Context: an optimization exercise on an open-source flow, tuned for small area, a short achievable clock period and few clock cycles per item. The choices shown serve that exercise and are no tape-out recipe.
No functional check of the RTL was part of any run shown here.

## flow/design.v (module list and top-level ports; edited modules follow where they fit)
// module hsl2rgb_fa: 10 lines
// module hsl2rgb_ha: 9 lines
// module hsl2rgb_fa1: 9 lines
// module hsl2rgb_ks: 25 lines
// module hsl2rgb_mul_c: 85 lines
// module hsl2rgb_add_q: 110 lines
// module hsl2rgb_mul_r: 196 lines
// module hsl2rgb_div_q: 123 lines
// module hsl2rgb_div_r: 138 lines
// module hsl2rgb_low: 49 lines
// module hsl_to_rgb_converter_unit: 134 lines
// module hsl2rgb_frac: 29 lines
// module hsl2rgb_pipe: 19 lines
module hsl_to_rgb_converter_unit
(
  input  logic             clk_i,
  input  logic             rst_ni,
  input  logic             in_valid_i,
  output logic             in_ready_o,
  input  logic [hsl2rgb_pkg::HueW-1:0]  hue_degrees_i,
  input  logic [hsl2rgb_pkg::PctW-1:0]  saturation_pct_i,
  input  logic [hsl2rgb_pkg::PctW-1:0]  lightness_pct_i,
  output logic             out_valid_o,
  input  logic             out_ready_i,
  output logic [hsl2rgb_pkg::ChanW-1:0] red_o,
  output logic [hsl2rgb_pkg::ChanW-1:0] green_o,
  output logic [hsl2rgb_pkg::ChanW-1:0] blue_o
);
  // ...
==> flow/flow/run.sh <==
#!/bin/bash
# Layout flow: the standard flow, with one netlist step between synthesis and floorplan.
# flow/polfix.py removes inverters around the full and half adders of the synthesized
# netlist (full adders are self-dual, so some may work on complemented signals); the
# registers and every other cell stay as synthesis made them. Each tool's output goes to
# a log of its own: synth.log, polfix.log, layout.log.
set -euo pipefail
R=orfs/results/sky130hd/hsl_to_rgb_converter_unit/base
bash standard.sh synth > synth.log 2>&1
cp "$R/1_2_yosys.v" yosys_netlist.v
python3 flow/polfix.py yosys_netlist.v "$R/1_2_yosys.v" > polfix.log 2>&1
bash standard.sh > layout.log 2>&1
==> flow/flow/polfix.py <==
#!/usr/bin/env python3
"""Remove inverters around the full and half adders of a mapped sky130 netlist.

A full adder is self-dual: FA(~a, ~b, ~c) = (~sum, ~carry). Each full adder may therefore
be fed the complements of its inputs and deliver the complements of its outputs. A half
adder may likewise be rebuilt from an xor2/xnor2 and a nand2/nor2/and2/or2 so that it takes
complemented inputs or delivers either output complemented. This script collapses the
netlist's inverter chains into (signal, polarity) pairs, chooses these options to reduce
the area of the inverters and half adders (a greedy descent with seeded random restarts,
so the result is reproducible), and rewrites the netlist with one inverter per signal that
still needs its complement. Every net that leaves the adders keeps its logic function;
registers, ports and all other cells are untouched.

usage: polfix.py IN.v OUT.v
"""
import re
import sys
import collections

INV_AREA = 3.7536
RESTARTS = 800
# half adder implementations: (input parity, SUM parity, COUT parity, area, cells)
HA_OPTS = [
    (0, 0, 0, 12.512, 'ha_1', 'ha_1'),
    (0, 0, 1, 12.512, 'xor2_1', 'nand2_1'),
    (0, 1, 0, 15.014, 'xnor2_1', 'and2_1'),
    (0, 1, 1, 12.512, 'xnor2_1', 'nand2_1'),
    (1, 0, 0, 12.512, 'xor2_1', 'nor2_1'),
    (1, 0, 1, 15.014, 'xor2_1', 'or2_1'),
    (1, 1, 0, 12.512, 'xnor2_1', 'nor2_1'),
    (1, 1, 1, 15.014, 'xnor2_1', 'or2_1'),
]
OUTPINS = {'X', 'Y', 'Q', 'Q_N', 'SUM', 'COUT', 'HI', 'LO'}
CELL_RE = re.compile(r'^(\s*)(sky130_fd_sc_hd__\w+)\s+(\\\S+\s|\S+)\s*\((.*?)\);\n', re.M | re.S)
PIN_RE = re.compile(r'\.(\w+)\(\s*(\\\S+\s|[^()\s]*)\s*\)')


def norm(n):
    return n.strip()


def main(src, dst):
    txt = open(src).read()
    head_end = txt.index('endmodule')
    # ports: names declared input/output
    ports = set()
    for m in re.finditer(r'^\s*(input|output)\s+(\[[^\]]*\]\s*)?(\S+);', txt, re.M):
        ports.add(m.group(3))

    def protected(n):
        base = n.lstrip('\\').split('[')[0].strip()
        return base in ports or n in ports

    cells = []
    for m in CELL_RE.finditer(txt):
        pins = {}
        for pm in PIN_RE.finditer(m.group(4)):
            if pm.group(2).strip():
                pins[pm.group(1)] = norm(pm.group(2))
        cells.append({'typ': m.group(2), 'name': m.group(3), 'pins': pins,
                      'span': (m.start(), m.end()), 'indent': m.group(1)})
    assigns = re.findall(r'^\s*assign\s+(.*?)\s*=\s*(.*?);', txt, re.M)
    if assigns:
        raise SystemExit("netlist has assign statements; left unchanged")
    drv = {}
    for ci, c in enumerate(cells):
        for p, n in c['pins'].items():
            if p in OUTPINS:
                drv[n] = (ci, p)

    def is_inv(ci):
        c = cells[ci]
        return (c['typ'].split('__')[1].startswith('inv') and 'A' in c['pins'] and 'Y' in c['pins']
                and not protected(c['pins']['Y']))

    root = {}

    def find(n):
        if n in root:
            return root[n]
        d = drv.get(n)
        if d and is_inv(d[0]):
            r, par = find(cells[d[0]]['pins']['A'])
            root[n] = (r, par ^ 1)
        else:
            root[n] = (n, 0)
        return root[n]

    # loads per signal: (cell index or -1 for assigns, pin, parity of the connected net)
    loads = collections.defaultdict(list)
    for ci, c in enumerate(cells):
        if is_inv(ci):
            continue
        for p, n in c['pins'].items():
            if p in OUTPINS:
                continue
            r, par = find(n)
            loads[r].append((ci, p, par))

    def free(ci):
        return not any(protected(n) for p, n in cells[ci]['pins'].items() if p in OUTPINS)

    fas = [ci for ci, c in enumerate(cells) if re.search(r'__fa_1$', c['typ']) and free(ci)]
    has = [ci for ci, c in enumerate(cells) if re.search(r'__ha_1$', c['typ']) and free(ci)
           and 'A' in c['pins'] and 'B' in c['pins']]
    flip = {}      # full adder: works on complements
    hopt = {}      # half adder: index into HA_OPTS

    def produced(s):
        d = drv.get(s)
        if not d:
            return 0
        ci, pin = d
        if ci in hopt:
            o = HA_OPTS[hopt[ci]]
            return o[1] if pin == 'SUM' else o[2]
        return flip.get(ci, 0)

    def inpar(ci):
        if ci in hopt:
            return HA_OPTS[hopt[ci]][0]
        return flip.get(ci, 0)

    def cost(s):
        p = produced(s)
        for ci, pin, par in loads[s]:
            if (par ^ inpar(ci)) != p:
                return INV_AREA
        return 0.0

    def local(ci):
        a = sum(cost(x) for x in touch[ci])
        if ci in hopt:
            a += HA_OPTS[hopt[ci]][3]
        return a

    touch = collections.defaultdict(set)
    for s in list(loads.keys()):
        d = drv.get(s)
        if d:
            touch[d[0]].add(s)
        for ci, pin, par in loads[s]:
            if ci >= 0:
                touch[ci].add(s)
    before_inv = sum(1 for ci in range(len(cells)) if is_inv(ci))
    import random
    rng = random.Random(1)

    def total():
        return sum(cost(x) for x in loads) + sum(HA_OPTS[hopt[h]][3] for h in has)

    def greedy():
        for _ in range(30):
            changed = False
            for f in fas:
                b = local(f)
                flip[f] = flip.get(f, 0) ^ 1
                if local(f) < b - 1e-9:
                    changed = True
                else:
                    flip[f] ^= 1
            for h in has:
                best, bo = local(h), hopt[h]
                for o in range(len(HA_OPTS)):
                    hopt[h] = o
                    v = local(h)
                    if v < best - 1e-9:
                        best, bo = v, o
                        changed = True
                hopt[h] = bo
            if not changed:
                break

    for h in has:
        hopt[h] = 0
    greedy()
    best_t, best_state = total(), (dict(flip), dict(hopt))
    for trial in range(RESTARTS):
        # perturb: flip a random tenth of the adders, then descend again
        for f in fas:
            if rng.random() < 0.1:
                flip[f] = flip.get(f, 0) ^ 1
        for h in has:
            if rng.random() < 0.1:
                hopt[h] = rng.randrange(len(HA_OPTS))
        greedy()
        t = total()
        if t < best_t - 1e-9:
            best_t, best_state = t, (dict(flip), dict(hopt))
        else:
            flip.clear(); flip.update(best_state[0]); hopt.clear(); hopt.update(best_state[1])
    flip.clear(); flip.update(best_state[0]); hopt.clear(); hopt.update(best_state[1])
    for _ in range(0):
        changed = False
        for f in fas:
            b = local(f)
            flip[f] = flip.get(f, 0) ^ 1
            if local(f) < b - 1e-9:
                changed = True
            else:
                flip[f] ^= 1
        for h in has:
            best, bo = local(h), hopt[h]
            for o in range(len(HA_OPTS)):
                hopt[h] = o
                v = local(h)
                if v < best - 1e-9:
                    best, bo = v, o
                    changed = True
            hopt[h] = bo
        if not changed:
            break

    # nets per (signal, parity)
    newnet = {}
    newcells = []

    flipnet = {}

    def prod_net(s):
        # outputs of a flipped adder carry the complement: give them new names
        if produced(s) == 0:
            return s
        if s not in flipnet:
            flipnet[s] = f"pol_f{len(flipnet)}"
        return flipnet[s]

    def net_for(s, par):
        if par == produced(s):
            return prod_net(s)
        if s not in newnet:
            k = len(newnet)
            newnet[s] = f"pol_n{k}"
            src_net = prod_net(s)
            newcells.append(f"  sky130_fd_sc_hd__inv_1 pol_i{k} (\n    .A({fmt(src_net)}),\n    .Y(pol_n{k})\n  );\n")
        return newnet[s]

    def fmt(n):
        return n + ' ' if n.startswith('\\') else n

    out = []
    hasplit = []
    pos = 0
    for ci, c in enumerate(cells):
        a, b = c['span']
        out.append(txt[pos:a])
        pos = b
        if is_inv(ci):
            continue
        pins = dict(c['pins'])
        for p, n in c['pins'].items():
            if p in OUTPINS:
                if produced(n):
                    pins[p] = prod_net(n)
                continue
            s, par = find(n)
            req = par ^ inpar(ci)
            pins[p] = net_for(s, req)
        if hopt.get(ci, 0):
            m, ps, pc, _, scell, ccell = HA_OPTS[hopt[ci]]
            k = len(hasplit)
            hasplit.append(ci)
            for cell, opin, key in ((scell, 'X' if scell in ('xor2_1',) else 'Y', 'SUM'),
                                    (ccell, 'X' if ccell in ('and2_1', 'or2_1') else 'Y', 'COUT')):
                if key not in pins:
                    continue
                out.append(f"{c['indent']}sky130_fd_sc_hd__{cell} pol_h{k}{key[0].lower()} (\n"
                           f"    .A({fmt(pins['A'])}),\n    .B({fmt(pins['B'])}),\n    .{opin}({fmt(pins[key])})\n  );\n")
            continue
        body = ",\n".join(f"    .{p}({fmt(n)})" for p, n in pins.items())
        out.append(f"{c['indent']}{c['typ']} {c['name'].strip()}{' ' if c['name'].startswith(chr(92)) else ''}(\n{body}\n  );\n")
    rest = txt[pos:]
    i = rest.index('endmodule')
    decl = "".join(f"  wire pol_n{k};\n" for k in range(len(newnet)))
    decl += "".join(f"  wire pol_f{k};\n" for k in range(len(flipnet)))
    rest = rest[:i] + decl + "".join(newcells) + rest[i:]
    open(dst, 'w').write("".join(out) + rest)
    print(f"full adders {len(fas)}, flipped {sum(flip.values())}; half adders {len(has)}, "
          f"remapped {len(hasplit)}; inverters {before_inv} -> {len(newnet)}")


if __name__ == '__main__':
    main(sys.argv[1], sys.argv[2])
==> flow/standard.sh <==
#!/bin/bash
# synth_recipe.tcl (not shown) runs the flow's synth.tcl, then flattens the netlist and writes it again
# the make line also repeats each setting of config.mk as NAME=value (left out here)
make -C /OpenROAD-flow-scripts/flow DESIGN_CONFIG=/design/flow/config.mk WORK_HOME=/design/flow/orfs CLKGATE_MAP_FILE= SYNTH_SCRIPT=/design/flow/synth_recipe.tcl "${@:-finish}"
==> flow/config.mk <==
export PLATFORM = sky130hd
export DESIGN_NAME = hsl_to_rgb_converter_unit
export DESIGN_NICKNAME = hsl_to_rgb_converter_unit
export VERILOG_FILES = /design/flow/design.v
export SDC_FILE = /design/flow/constraint.sdc
export NUM_CORES = 4
export LEC_CHECK = 0
export ABC_CLOCK_PERIOD_IN_PS = 4500
export CAP_MARGIN = 20
export CORE_MARGIN = 2
export CORE_UTILIZATION = 40
export CTS_BUF_LIST = sky130_fd_sc_hd__clkbuf_4 sky130_fd_sc_hd__clkbuf_8
export SETUP_SLACK_MARGIN = 4.5
export SLEW_MARGIN = 20
==> flow/constraint.sdc <==
create_clock -name core_clock -period 9.5 [get_ports {clk_i}]
set_input_delay 1.9000 -clock core_clock [delete_from_list [all_inputs] [get_ports {clk_i}]]
set_output_delay 1.9000 -clock core_clock [all_outputs]
set_load 0.01 [all_outputs]
==> flow_metrics.tcl, run 1 <==
set metrics [dict create \
    run_status "timing/DRC/antenna clean" \
    cts_hold_repair_buffers 0 \
    worst_hold_path.num_cells 0 \
    clk_share_pct 2.15 \
    path_buf_inv 2 \
    fp-row-count 74 \
    first_global_vias 11300 \
    holdPathEnd "u_cut_b.g_reg.q[1]" \
    timing.max_cap.violations 0 \
    reg_top3 "u_cut_c.g_reg.q (47), u_cut_b.g_reg.q (43), u_cut_a.g_reg.q (28)" \
    final_cell_area_mm2 0.0187 \
    grt_setup_unrepaired "no" \
    nFlopsAndLatches 149 \
    design.core.area_mm2 0.0410 \
    cts.sink_count 149 \
    layout.clock_buffers 17 \
    antennaDiodeCount 0 \
    max_flop_register "u_cut_c.g_reg.q" \
    drtAntennaViolNets 0 \
]
==> module hsl_to_rgb_converter_unit, before the edit <==
module hsl_to_rgb_converter_unit
(
  input  logic             clk_i,
  input  logic             rst_ni,
  input  logic             in_valid_i,
  output logic             in_ready_o,
  input  logic [hsl2rgb_pkg::HueW-1:0]  hue_degrees_i,
  input  logic [hsl2rgb_pkg::PctW-1:0]  saturation_pct_i,
  input  logic [hsl2rgb_pkg::PctW-1:0]  lightness_pct_i,
  output logic             out_valid_o,
  input  logic             out_ready_i,
  output logic [hsl2rgb_pkg::ChanW-1:0] red_o,
  output logic [hsl2rgb_pkg::ChanW-1:0] green_o,
  output logic [hsl2rgb_pkg::ChanW-1:0] blue_o
);
  localparam bit CutA = 1'b1;
  localparam bit CutB = 1'b1;
  localparam bit CutC = 1'b1;
  localparam bit CutD = 1'b1;
  localparam bit [3:0] Cut = {CutD, CutC, CutB, CutA};
  logic [4:0] vin;    
  logic [4:0] en;     
  assign vin[0] = in_valid_i;
  assign en[4]  = out_ready_i;
  logic [3:0] v;      
  for (genvar i = 0; i < 4; i++) begin : g_valid
    if (Cut[i]) begin : g_reg
      logic v_q;
      always_ff @(posedge clk_i or negedge rst_ni) begin
        if (!rst_ni) begin
          v_q <= 1'b0;
        end else if (en[i]) begin
          v_q <= vin[i];
        end
      end
      assign vin[i+1] = v_q;
      assign v[i]     = v_q;
    end else begin : g_wire
      assign vin[i+1] = vin[i];
      assign v[i]     = 1'b0;
    end
    assign en[i] = out_ready_i || !(&(v[3:i] | ~Cut[3:i]));
  end
  logic [3:0] ld;
  for (genvar i = 0; i < 4; i++) begin : g_load
    assign ld[i] = en[i] && vin[i];
  end
  assign in_ready_o  = en[0];
  assign out_valid_o = vin[4];
  logic [2:0] sec;     
  logic [5:0] w;       
  logic [6:0] s, l, m;
  logic [4:0] a;       
  logic       neg;     
  logic [6:0] g;
  logic [3:0] k, gm;
  assign g = hue_degrees_i[8:2];
  always_comb begin
    k = 4'd0;
    for (int i = 1; i <= 8; i++) begin
      if (g >= 7'(15 * i)) k = 4'(i);
    end
  end
  assign gm  = 4'(g - 7'(k * 4'd15));
  assign w   = {gm, hue_degrees_i[1:0]};
  assign sec = (k >= 4'd6) ? 3'(k - 4'd6) : 3'(k);
  assign a   = 5'((w >= 6'd30) ? w - 6'd30 : 6'd30 - w);
  assign neg = (w < 6'd30) ^ sec[0];
  assign s = (saturation_pct_i > hsl2rgb_pkg::PctMax) ? hsl2rgb_pkg::PctMax : saturation_pct_i;
  assign l = (lightness_pct_i  > hsl2rgb_pkg::PctMax) ? hsl2rgb_pkg::PctMax : lightness_pct_i;
  assign m = (l < hsl2rgb_pkg::PctHalf) ? l : hsl2rgb_pkg::PctMax - l;
  logic [5:0] ma;
  logic [6:0] sa, la;
  logic [4:0] aa;
  logic       nega;
  logic [2:0] seca;
  hsl2rgb_pipe #(.W(29), .EN(CutA)) u_cut_a (
    .clk_i, .en_i(ld[0]),
    .d_i({m[5:0], s, l, a, neg, sec}),
    .q_o({ma, sa, la, aa, nega, seca})
  );
  logic [12:0] c;
  logic [13:0] q;
  hsl2rgb_mul_c u_mul_c (.m_i(ma), .s_i(sa), .sum_o(c));
  hsl2rgb_add_q u_add_q (.m_i(ma), .s_i(sa), .l_i(la), .sum_o(q));
  logic [12:0] cxb;     
  logic [13:0] qb;
  logic [6:0]  lb;
  logic [4:0]  ab;
  logic        negb;
  logic [2:0]  secb;
  hsl2rgb_pipe #(.W(43), .EN(CutB)) u_cut_b (
    .clk_i, .en_i(ld[1]),
    .d_i({c ^ {13{nega}}, q, la, aa, nega, seca}),
    .q_o({cxb, qb, lb, ab, negb, secb})
  );
  logic [18:0] r;
  hsl2rgb_mul_r u_mul_r (.cx_i(cxb), .a_i(ab), .neg_i(negb), .l_i(lb), .sum_o(r));
  logic [17:0] yq;
  hsl2rgb_div_q u_div_q (.q_i(qb), .sum_o(yq));
  logic [18:0] rc;
  logic [17:0] yqc;
  logic [6:0]  lc;
  logic [2:0]  secc;
  hsl2rgb_pipe #(.W(47), .EN(CutC)) u_cut_c (
    .clk_i, .en_i(ld[2]),
    .d_i({r, yq, lb, secb}),
    .q_o({rc, yqc, lc, secc})
  );
  logic [7:0]  lq, lp, lr;
  logic [3:0]  tens;
  logic [9:0]  thr;
  assign lq = yqc[17:10];
  hsl2rgb_div_r u_div_r (.r_i(rc), .sum_o(lr));
  hsl2rgb_frac u_frac (.l_i(lc), .tens_o(tens), .thr_o(thr));
  hsl2rgb_low  u_low  (.l_i(lc), .tens_i(tens), .thr_i(thr), .yq_i(yqc), .sum_o(lp));
  logic [7:0] lqd, lpd, lrd;
  logic [2:0] secd;
  hsl2rgb_pipe #(.W(27), .EN(CutD)) u_cut_d (
    .clk_i, .en_i(ld[3]),
    .d_i({lq, lp, lr, secc}),
    .q_o({lqd, lpd, lrd, secd})
  );
  always_comb begin
    case (secd)
      3'd0:    begin red_o = lqd; green_o = lrd; blue_o = lpd; end
      3'd1:    begin red_o = lrd; green_o = lqd; blue_o = lpd; end
      3'd2:    begin red_o = lpd; green_o = lqd; blue_o = lrd; end
      3'd3:    begin red_o = lpd; green_o = lrd; blue_o = lqd; end
      3'd4:    begin red_o = lrd; green_o = lpd; blue_o = lqd; end
      default: begin red_o = lqd; green_o = lpd; blue_o = lrd; end
    endcase
  end
endmodule
==> inputs of run 2 (changes only) <==
--- a/flow/design.v
+++ b/flow/design.v
@@ -812,6 +812,4 @@
   logic [5:0] w;       
   logic [6:0] s, l, m;
-  logic [4:0] a;       
-  logic       neg;     
   logic [6:0] g;
   logic [3:0] k, gm;
@@ -826,6 +824,4 @@
   assign w   = {gm, hue_degrees_i[1:0]};
   assign sec = (k >= 4'd6) ? 3'(k - 4'd6) : 3'(k);
-  assign a   = 5'((w >= 6'd30) ? w - 6'd30 : 6'd30 - w);
-  assign neg = (w < 6'd30) ^ sec[0];
   assign s = (saturation_pct_i > hsl2rgb_pkg::PctMax) ? hsl2rgb_pkg::PctMax : saturation_pct_i;
   assign l = (lightness_pct_i  > hsl2rgb_pkg::PctMax) ? hsl2rgb_pkg::PctMax : lightness_pct_i;
@@ -833,11 +829,10 @@
   logic [5:0] ma;
   logic [6:0] sa, la;
-  logic [4:0] aa;
-  logic       nega;
+  logic [5:0] wa;
   logic [2:0] seca;
   hsl2rgb_pipe #(.W(29), .EN(CutA)) u_cut_a (
     .clk_i, .en_i(ld[0]),
-    .d_i({m[5:0], s, l, a, neg, sec}),
-    .q_o({ma, sa, la, aa, nega, seca})
+    .d_i({m[5:0], s, l, w, sec}),
+    .q_o({ma, sa, la, wa, seca})
   );
   logic [12:0] c;
@@ -845,4 +840,8 @@
   hsl2rgb_mul_c u_mul_c (.m_i(ma), .s_i(sa), .sum_o(c));
   hsl2rgb_add_q u_add_q (.m_i(ma), .s_i(sa), .l_i(la), .sum_o(q));
+  logic [4:0] a;       
+  logic       neg;     
+  assign a   = 5'((wa >= 6'd30) ? wa - 6'd30 : 6'd30 - wa);
+  assign neg = (wa < 6'd30) ^ seca[0];
   logic [12:0] cxb;     
   logic [13:0] qb;
@@ -853,5 +852,5 @@
   hsl2rgb_pipe #(.W(43), .EN(CutB)) u_cut_b (
     .clk_i, .en_i(ld[1]),
-    .d_i({c ^ {13{nega}}, q, la, aa, nega, seca}),
+    .d_i({c ^ {13{neg}}, q, la, a, neg, seca}),
     .q_o({cxb, qb, lb, ab, negb, secb})
   );
@@ -876,21 +875,25 @@
   hsl2rgb_frac u_frac (.l_i(lc), .tens_o(tens), .thr_o(thr));
   hsl2rgb_low  u_low  (.l_i(lc), .tens_i(tens), .thr_i(thr), .yq_i(yqc), .sum_o(lp));
-  logic [7:0] lqd, lpd, lrd;
-  logic [2:0] secd;
-  hsl2rgb_pipe #(.W(27), .EN(CutD)) u_cut_d (
-    .clk_i, .en_i(ld[3]),
-    .d_i({lq, lp, lr, secc}),
-    .q_o({lqd, lpd, lrd, secd})
-  );
+  logic [2:0] selr, selg, selb;    
   always_comb begin
-    case (secd)
-      3'd0:    begin red_o = lqd; green_o = lrd; blue_o = lpd; end
-      3'd1:    begin red_o = lrd; green_o = lqd; blue_o = lpd; end
-      3'd2:    begin red_o = lpd; green_o = lqd; blue_o = lrd; end
-      3'd3:    begin red_o = lpd; green_o = lrd; blue_o = lqd; end
-      3'd4:    begin red_o = lrd; green_o = lpd; blue_o = lqd; end
-      default: begin red_o = lqd; green_o = lpd; blue_o = lrd; end
+    case (secc)
+      3'd0:    begin selr = 3'b001; selg = 3'b100; selb = 3'b010; end
+      3'd1:    begin selr = 3'b100; selg = 3'b001; selb = 3'b010; end
+      3'd2:    begin selr = 3'b010; selg = 3'b001; selb = 3'b100; end
+      3'd3:    begin selr = 3'b010; selg = 3'b100; selb = 3'b001; end
+      3'd4:    begin selr = 3'b100; selg = 3'b010; selb = 3'b001; end
+      default: begin selr = 3'b001; selg = 3'b010; selb = 3'b100; end
     endcase
   end
+  logic [7:0] lqd, lpd, lrd;
+  logic [2:0] selrd, selgd, selbd;
+  hsl2rgb_pipe #(.W(33), .EN(CutD)) u_cut_d (
+    .clk_i, .en_i(ld[3]),
+    .d_i({lq, lp, lr, selr, selg, selb}),
+    .q_o({lqd, lpd, lrd, selrd, selgd, selbd})
+  );
+  assign red_o   = ({8{selrd[0]}} & lqd) | ({8{selrd[1]}} & lpd) | ({8{selrd[2]}} & lrd);
+  assign green_o = ({8{selgd[0]}} & lqd) | ({8{selgd[1]}} & lpd) | ({8{selgd[2]}} & lrd);
+  assign blue_o  = ({8{selbd[0]}} & lqd) | ({8{selbd[1]}} & lpd) | ({8{selbd[2]}} & lrd);
 endmodule
 module hsl2rgb_frac
==> run 2 against run 1 <==
Effect of this change:
- still clean
- global-route usage down 0.20 points
- critical endpoint unchanged
- clock-buffer cell count unchanged
- die area up 0.50%
- clock skew down 0.0015 ns
- utilization down 0.75 points
- wire length down 2.3%
==> flow_metrics.tcl, run 2 <==
set metrics [dict create \
    fmax_mhz 204 \
    largest_register_ff_count 47 \
    critical_path_peak_fanout 5 \
    remaining_drc_errors 0 \
    mappedNetlistArea_mm2 0.0168 \
    reg_top3 "u_cut_c.g_reg.q (47), u_cut_b.g_reg.q (43), u_cut_d.g_reg.q (33)" \
    final_common_cell "fa_1" \
    worst_hold_path.num_cells 1 \
    tritoncts.num_buffers 17 \
    post_dp_hpwl_um 27900 \
    fin_worst_hold_slack_ns 0.482 \
    timing.max_cap.violations 0 \
    die_y_um 209 \
    tritoncts "done" \
    die_x_um 209 \
    drtAntennaViolNets 0 \
    grt_first_pass_wirelength_um 56000 \
    grt_setup_unrepaired "yes" \
    timing.clock.skew_ns 0.0169 \
    post-route-min-period_ns 4.91 \
    post_synth.cell_area_avg_um2 11.1 \
    path_clk_slew_ns 0.08 \
    hp-start "g_valid[0].g_reg.v_q" \
    max_flop_register "u_cut_c.g_reg.q" \
    cts_max_level 4 \
    io_pins 53 \
    initial_core_utilization_pct 40.3 \
    gp_congestion 0.874 \
    gr-usage-all-layers_pct 16.0 \
    crit_path_end_kind "output pin" \
    tightestPinTransition_ns 1.01 \
    slew-limit-headroom_pct 32.1 \
    synth_fp_nets 1890 \
    detail_route.wl_per_cell_um 15.6 \
    timing.final.max_slew_violations 0 \
    first_global_vias 11300 \
    grt_antenna_before_repair 0 \
    grt_start_max_net_pins 48 \
    run_status "timing/DRC/antenna clean" \
    clock_tree.buffer_depth 2 \
    buffer_ports.inserted 52 \
    layout-drive-gt1-share_pct 7.65 \
    cts-root-buf "clkbuf_8" \
    fin_tns_setup_ns 0 \
    synth_warnings 21 \
    area_growth_pct 11.5 \
    holdPathEnd "g_valid[1].g_reg.v_q" \
    drt_first_pass_iters 9 \
    finalCoreUtilization_pct 44.9 \
    placed_instance_area_mm2 0.0179 \
    worstHoldPathType "register to register" \
    antennaDiodeCount 0 \
    drt_iter0_drcs 656 \
    critical_path.reg2reg.startpoint "u_cut_b.g_reg.q[4]" \
    period_share_pct 51.7 \
    postSynthCellCount 1515 \
    hold_viol 0 \
    cp-start-kind "input port" \
    cts.sink_count 155 \
    timing.critical_path.arrival_ns 3.01 \
    nNetsFinal 1970 \
    final_cell_area_mm2 0.0188 \
    reg2reg_setup_slack_ns 4.72 \
    fp-row-count 75 \
    critPathRequiredTime_ns 7.60 \
    grt_remaining_overflow 0 \
    worst_r2r_endpoint "u_cut_c.g_reg.q[45]" \
    dr_vias_cell 5.04 \
    clk-insertion-delay-late_ns 0.49 \
    design.core.area_mm2 0.0418 \
    vias 10800 \
    rr_worst_depth 14 \
    routed_wl_um 33400 \
    crit_type "input port to output pin" \
    cts_hold_repair_buffers 0 \
    setup_viol_count_final 0 \
    mostFrequentLayoutCells "236 x fa_1, 151 x edfxtp_1, 134 x inv_1, 110 x ha_1, 109 x nor2_1" \
    fp.dieArea_mm2 0.0437 \
]
run 2: cell count changes in the layout (fill, tap and decap cells not counted), sizes merged, moves of 9 or more:
cell and change:
buf -12, a222oi +24, nor2 -9, a22oi -13, inv +21, a21oi +9, a21o -13, o21ai -12
run 2: what timing repair did:
item,4_1_cts,5_1_grt
gates resized for setup,11,23
setup buffers,13,25
setup endpoints to repair,9,16
pin swaps,3,16
run 2: final cells by class:
type | count | area [um2]
well taps | 539 | 674
fillers | 3888 | 23000
multi-input cells | 1191 | 11700
clock buffers | 17 | 234
clock inverters | 14 | 169
flip-flops and latches | 155 | 4630
repair buffers | 91 | 816
inverters | 139 | 529
run 2: layer usage:
layer  vias up  track usage [%]  wire length, um
met1      5271             21.1            15500
met4         0             4.33              412
met3        22             2.13             1020
met5         -                0                0
met2       209             27.9            16400
li1       5304                -                -
run 2: per-stage QoR:
step | instances | worst slack [ns]
after floorplan | 1515 | 4.53
after global placement | 2077 | 3.51
after detailed placement | 2077 | 3.41
after CTS | 2121 | 4.47
after global routing | 2146 | 4.46
final | 2146 | 4.59
run 2: worst max path at each step:
stage / to / slack [ns] / startpoint / cells after the start
after detailed placement: u_cut_d.g_reg.q[24] / 3.41 / u_cut_c.g_reg.q[5] / 22
after global routing: u_cut_c.g_reg.q[45] / 4.46 / u_cut_b.g_reg.q[4] / 14
final: in_ready_o / 4.59 / out_ready_i / 4
after global placement: u_cut_d.g_reg.q[24] / 3.51 / u_cut_c.g_reg.q[5] / 22
after CTS: u_cut_d.g_reg.q[24] / 4.47 / u_cut_c.g_reg.q[5] / 23
after floorplan: u_cut_d.g_reg.q[24] / 4.53 / u_cut_c.g_reg.q[5] / 22
run 2: critical path, cell delays in order:
cell and delay [ns]:
clkdlybuf4s50_1 0.44, nor2b_4 0.19, nand4_1 0.16, dlygate4sd2_1 0.32

## static timing again, ports no longer ideal
The results above use ideal ports. As a check the final layouts listed here were re-extracted and re-timed, cells and wires unchanged. Step 1 sets driving cells, clkbuf_16 on the clock port and buf_2 on the other inputs (assumed; they add their load-dependent delay and slew). Step 2 adds t to the input delays and takes it off the output delays; t is the mean of the earliest and latest rising clock arrival at the registers after step 1. Input paths then give back, and output paths get back, about the clock's delay inside the block. a / b / c = ideal ports / drivers / drivers and shift; a / b = the first two.
| run | t (ns) | setup WS [ns] | worst setup path after step 2 | worst slew at a driven data input, ns | pins driven straight from the clock port |
|---|---|---|---|---|---|
| run 1 | 0.524 | 4.608 / 4.587 / 4.296 | input to register | 0.04 | 1 |
| run 2 | 0.524 | 4.588 / 4.563 / 4.563 | input to output | 0.04 | 1 |
After both steps every run listed still meets setup and hold. The setup slack of run 1, which loses most, moves by -0.021 ns with the drivers and by -0.312 ns with both steps.
